This is an optimization exercise on Yosys and OpenROAD, whose aim is small area, not a production implementation. Function was checked by simulation only, so behaviour that the tests miss may differ from the original.

## run 1
Design calc_top, start of the top module:
module calc_top (
  input  logic                       clk,
  input  logic                       rst_n,
  input  logic [calc_pkg::KEY_W-1:0] i_key,
  input  logic                       i_key_valid,
  output logic                       o_key_ready,
  input  logic                       i_signed_mode,
  output calc_pkg::data_t            o_disp_data,
  output logic                       o_disp_valid,
  input  logic                       i_disp_ready,
  output logic [3:0]                 o_op_lamps,
  output logic                       o_error
);
  localparam logic [3:0] U_IDLE = 4'd0;    
  localparam logic [3:0] U_SHOW = 4'd1;    
  localparam logic [3:0] U_CLRS = 4'd2;    
  localparam logic [3:0] U_SHL  = 4'd4;    
  localparam logic [3:0] U_CPY  = 4'd5;    
  localparam logic [3:0] U_NEG  = 4'd6;    
  localparam logic [3:0] U_DIV  = 4'd8;    
  localparam logic [3:0] U_DIG  = 4'd9;    
  localparam logic [3:0] U_ADD  = 4'd12;   
  localparam logic [3:0] U_SUB  = 4'd13;
  localparam logic [3:0] U_MUL  = 4'd14;
  localparam logic [3:0] U_DA   = 4'd15;   
  localparam logic [1:0] T_B0    = 2'b00;
  localparam logic [1:0] T_B1    = 2'b01;
  localparam logic [1:0] T_B0M   = 2'b10;
  localparam logic [1:0] T_OTHER = 2'b11;
  localparam logic [1:0] O_A     = 2'b00;
  localparam logic [1:0] O_EQ    = 2'b01;
  localparam logic [1:0] O_ERR   = 2'b10;
  logic [3:0]  u;
  logic [3:0]  cnt;
  logic [1:0]  t;
  logic        neg;     
  logic [1:0]  op;      
  logic        nega;    
  logic [15:0] x;
  logic [15:0] y;
  logic [15:0] z;
  logic        p_y, p_z, p_b, q_g, q_glo, q_inv, q_16, a_cin;
  logic [16:0] p, q, s;
  assign p[15:0] = (p_y ? y : 16'd0) | (p_z ? {z[14:0], 1'b0} : 16'd0) |
                   {15'd0, p_b};
  assign p[16]   = p_z & z[15];
  assign q       = {q_16, ({{12{q_g}}, {4{q_glo}}} & x) ^ {16{q_inv}}};
  logic [17:0] c;
  assign c[0] = a_cin;
  for (genvar i = 0; i < 17; i++)
  begin : g_add
    assign s[i]   = p[i] ^ q[i] ^ c[i];
    assign c[i+1] = (p[i] & q[i]) | (p[i] & c[i]) | (q[i] & c[i]);
  end
  logic cnt0, cnt3, cnt15, sgn, negb, sub;
  ...
Size: roughly 400 cells after synthesis, roughly 62 flip-flops, roughly 33 I/O pins, about 3500 um2 of cells after synthesis.
Settings: LEC_CHECK=0, ABC_AREA=1, CAP_MARGIN=20, CORE_MARGIN=2, CORE_UTILIZATION=60, SLEW_MARGIN=20; clock period 45.0 ns.
standard.sh (not shown) runs the stock make flow with config.mk's settings and CLKGATE_MAP_FILE= SYNTH_SCRIPT=/design/flow/synth_recipe.tcl, a recipe that flattens the netlist after the stock synthesis.
==> flow/flow/run.sh <==
#!/bin/bash
# Standard layout, with the smallest buffer on every input and output port and a
# clock tree without dummy loads.
set -euo pipefail
export BUFFER_PORTS_ARGS="-buffer_cell sky130_fd_sc_hd__buf_1"
export CTS_ARGS="-sink_clustering_enable -repair_clock_nets -dont_use_dummy_load -buf_list sky130_fd_sc_hd__clkbuf_8"
bash standard.sh > standard_flow.log 2>&1
Run 1: PASS, flow complete, no timing, DRC or antenna violations
Here is what was changed in the inputs of run 2 compared with run 1.
- CORE_UTILIZATION: 60 -> 75
==> flow/flow/run.sh <==
#!/bin/bash
# Standard layout, with the smallest buffer on every input and output port and a
# clock tree without dummy loads.
set -euo pipefail
export BUFFER_PORTS_ARGS="-buffer_cell sky130_fd_sc_hd__buf_1"
export CTS_ARGS="-sink_clustering_enable -repair_clock_nets -dont_use_dummy_load -buf_list sky130_fd_sc_hd__clkbuf_4"
bash standard.sh > standard_flow.log 2>&1
==> run summary <==
Going from run 1 to run 2, minimum setup slack in the final design up 0.11 ns, total of fill cells in the finished design down 201, post-synthesis share of cell area spent on xor and xnor gates flat.
Between run 1 and run 2, the flow reports standard cell core area decreasing by more than 10%.
Wire: run 2 routes more than run 1
Fmax in run 2 is 0.00037 GHz higher than in run 1
Input-level comparison between run 3 and run 2:
==> flow/flow/run.sh <==
#!/bin/bash
set -euo pipefail
export BUFFER_PORTS_ARGS="-buffer_cell sky130_fd_sc_hd__buf_1"
export CTS_ARGS="-repair_clock_nets -dont_use_dummy_load -buf_list sky130_fd_sc_hd__clkbuf_8"
bash standard.sh > standard_flow.log 2>&1
Results
Comparing run 3 against run 2, there is no change at all in post-synthesis net count. Between run 3 and run 2, it is run 3 whose number of global-route vias before repair is higher, by 19. Diff run 2 -> run 3: minimum hold slack level. Diff run 3..run 2 | xor/xnor cell area share of the yosys netlist | negligible. Compared with run 2, in run 3 total wire length higher, slew of the pin with the lowest slew margin fell by 0.0080 ns, met1 track demand over resource climbed 0.48 points. Synthesized area: run 2 vs run 3 identical.
--- input diff run 3..run 4 ---
==> flow/flow/run.sh <==
#!/bin/bash
set -euo pipefail
export BUFFER_PORTS_ARGS="-buffer_cell sky130_fd_sc_hd__buf_1"
export CTS_ARGS="-sink_clustering_enable -sink_clustering_size 30 -sink_clustering_max_diameter 100 -repair_clock_nets -dont_use_dummy_load -buf_list sky130_fd_sc_hd__clkbuf_8"
bash standard.sh > standard_flow.log 2>&1
Findings:
Initial detailed-routing violation count came out exactly the same in run 4 and run 3. Diff run 3..run 4 | total placed instance area | unchanged. Reported for run 4 and run 3, number of enable-type register cells in the synthesized netlist turned out identical to the last digit.


== job 6885 ==
calc_top, a different RTL version from the one above (not shown whole).
Size in the first run: roughly 420 cells after synthesis, ~65 flip-flops, about 33 I/O pins, ~3700 um2 of cells after synthesis.
==> flow/config.mk <==
export PLATFORM = sky130hd
export DESIGN_NAME = calc_top
export DESIGN_NICKNAME = calc_top
export VERILOG_FILES = /design/flow/design.v
export SDC_FILE = /design/flow/constraint.sdc
export NUM_CORES = 4
export LEC_CHECK = 0
export ABC_AREA = 1
export CAP_MARGIN = 20
export CORE_MARGIN = 2
export CORE_UTILIZATION = 60
export SLEW_MARGIN = 20
==> flow/constraint.sdc <==
create_clock -name core_clock -period 45.0 [get_ports {clk}]
set_input_delay 9.0000 -clock core_clock [delete_from_list [all_inputs] [get_ports {clk}]]
set_output_delay 9.0000 -clock core_clock [all_outputs]
set_load 0.01 [all_outputs]
==> flow/flow/run.sh <==
#!/bin/bash
# Standard layout, with the smallest buffer on every input and output port.
set -euo pipefail
export BUFFER_PORTS_ARGS="-buffer_cell sky130_fd_sc_hd__buf_1"
bash standard.sh > standard_flow.log 2>&1
Job 6885: no failed stages, no open violations at the end
Input changes introduced in job 8724 (baseline for comparison: job 6885):
- CTS_BUF_LIST: unset -> sky130_fd_sc_hd__clkbuf_4
- CORE_UTILIZATION: 60 -> 75
==> run summary <==
- The higher global-route usage of job 8724 and job 6885 is in job 8724.
- Job 8724: setup slack of the critical path after layout is 140 ps lower than what job 6885 reported.
- Looking at via count across job 8724 and job 6885, the one that comes out higher is job 8724.
- Delta (job 8724 minus job 6885): ratio of routed vias to standard cells rose about 8%; overall die area has decreased; final critical-path share of the clock period now larger.
- Delta(minimum hold slack, job 8724 - job 6885) > 0
- Job 8724 gives more effective utilization at floorplan than job 6885 did.


== 07-20 ==
Another version of the RTL of calc_top (not shown whole).
Size in the first run: roughly 290 cells after synthesis, about 62 flip-flops, about 33 I/O pins, about 3200 um^2 of cells after synthesis.
clock: 45.0 ns
lec_check: 0
abc_area: 1
cap_margin: 20
core_margin: 2
core_utilization: 75
slew_margin: 20
==> flow/flow/run.sh <==
#!/bin/bash
# Standard layout (standard.sh) with three changes:
#  - synthesis maps the logic with an area-oriented abc script (flow/abc_area.script);
#    everything else in synthesis, registers included, is the standard flow's,
#  - the smallest buffer (buf_1) on every input and output port,
#  - a clock tree of clkbuf_4 without dummy loads.
set -euo pipefail
rm -rf scripts_abc
cp -r "$FLOW_HOME/scripts" scripts_abc
cp flow/abc_area.script scripts_abc/abc_area.script
export SCRIPTS_DIR="$PWD/scripts_abc"
export BUFFER_PORTS_ARGS="-buffer_cell sky130_fd_sc_hd__buf_1"
export CTS_ARGS="-sink_clustering_enable -repair_clock_nets -dont_use_dummy_load -buf_list sky130_fd_sc_hd__clkbuf_4"
bash standard.sh > standard_flow.log 2>&1
==> flow/flow/abc_area.script <==
&get -n
&st
&dch -f
&nf -R 1000 -p
&st
&dch -f
&nf -R 1000 -p
&put
topo
stime -c
No stage failed in 07-20, and the final checks on the layout all came back clean.
> inputs changed (07-20 -> 07-02)
# 07-20
export LEC_CHECK = 0
export ABC_AREA = 1
export CAP_MARGIN = 20
export CORE_MARGIN = 2
export CORE_UTILIZATION = 75
export SLEW_MARGIN = 20
create_clock -name core_clock -period 45.0 [get_ports {clk}]
# 07-02
export LEC_CHECK = 0
export ABC_AREA = 1
export CAP_MARGIN = 0
export CORE_MARGIN = 2
export CORE_UTILIZATION = 75
export SLEW_MARGIN = 0
create_clock -name core_clock -period 45.0 [get_ports {clk}]
==> flow/flow/abc_area.script <==
&get -n
&st
&dc2
&dch -f
&nf -R 1000 -p
&st
&dc2
&dch -f
&nf -R 1000 -p
&put
topo
stime -c
[summary]
- In summary, 07-02 completed successfully, with a layout that passed the timing, DRC and antenna checks.
- [compare] base=07-20 new=07-02: shortest clock period the worst path allows after layout lost 120 ps, final layout net count climbed 0.55%, worst setup slack rose by 120 ps.
- Logic depth of the worst setup path including buffers (higher): 07-02
- Delta (07-02 minus 07-20): initial standard-cell utilization of the core shows a reduction of 0.47 points, core utilization shows a reduction of 0.65 points.
- Delta (07-02 minus 07-20): routed length on met3 moved up; total buffers and inverters traversed by the critical path level; die area moved down.
- 07-02 ends up with higher via count of the first global-routing pass than 07-20 does.

==> afterwards: timing with drivers on the ports <==
Ports are ideal in the flow. The routed layouts listed here were re-timed in OpenROAD. Step 1 sets driving cells, clkbuf_16 on the clock port and buf_2 on the other inputs (assumed; they add their load-dependent delay and slew). Step 2 moves the port delays by t, midway between the first and last clock arrival at a register: inputs arrive t later, outputs are due t later. That takes back most of the time a late clock gives input paths. Slacks: ideal ports / drivers / drivers and shift; pairs: ideal ports / drivers.
run	t (ns)	slack for setup (ns)	clock arrival spread, ns
run 1	0.355	28.063 / 28.070 / 27.715	0.026 / 0.026
run 2	0.422	28.170 / 28.174 / 27.752	0.034 / 0.034
run 3	0.362	28.082 / 28.086 / 27.724	0.021 / 0.021
run 4	0.362	28.082 / 28.086 / 27.724	0.021 / 0.021
job 6885	0.371	28.161 / 28.165 / 27.793	0.008 / 0.009
job 8724	0.465	28.025 / 28.016 / 27.551	0.019 / 0.019
07-20	0.444	27.960 / 27.965 / 27.521	0.027 / 0.026
07-02	0.428	28.078 / 28.084 / 27.656	0.024 / 0.023
After both steps every run listed still meets setup and hold. For job 8724, which loses most, drivers alone change the setup slack by -0.009 ns; drivers and shift together by -0.474 ns.
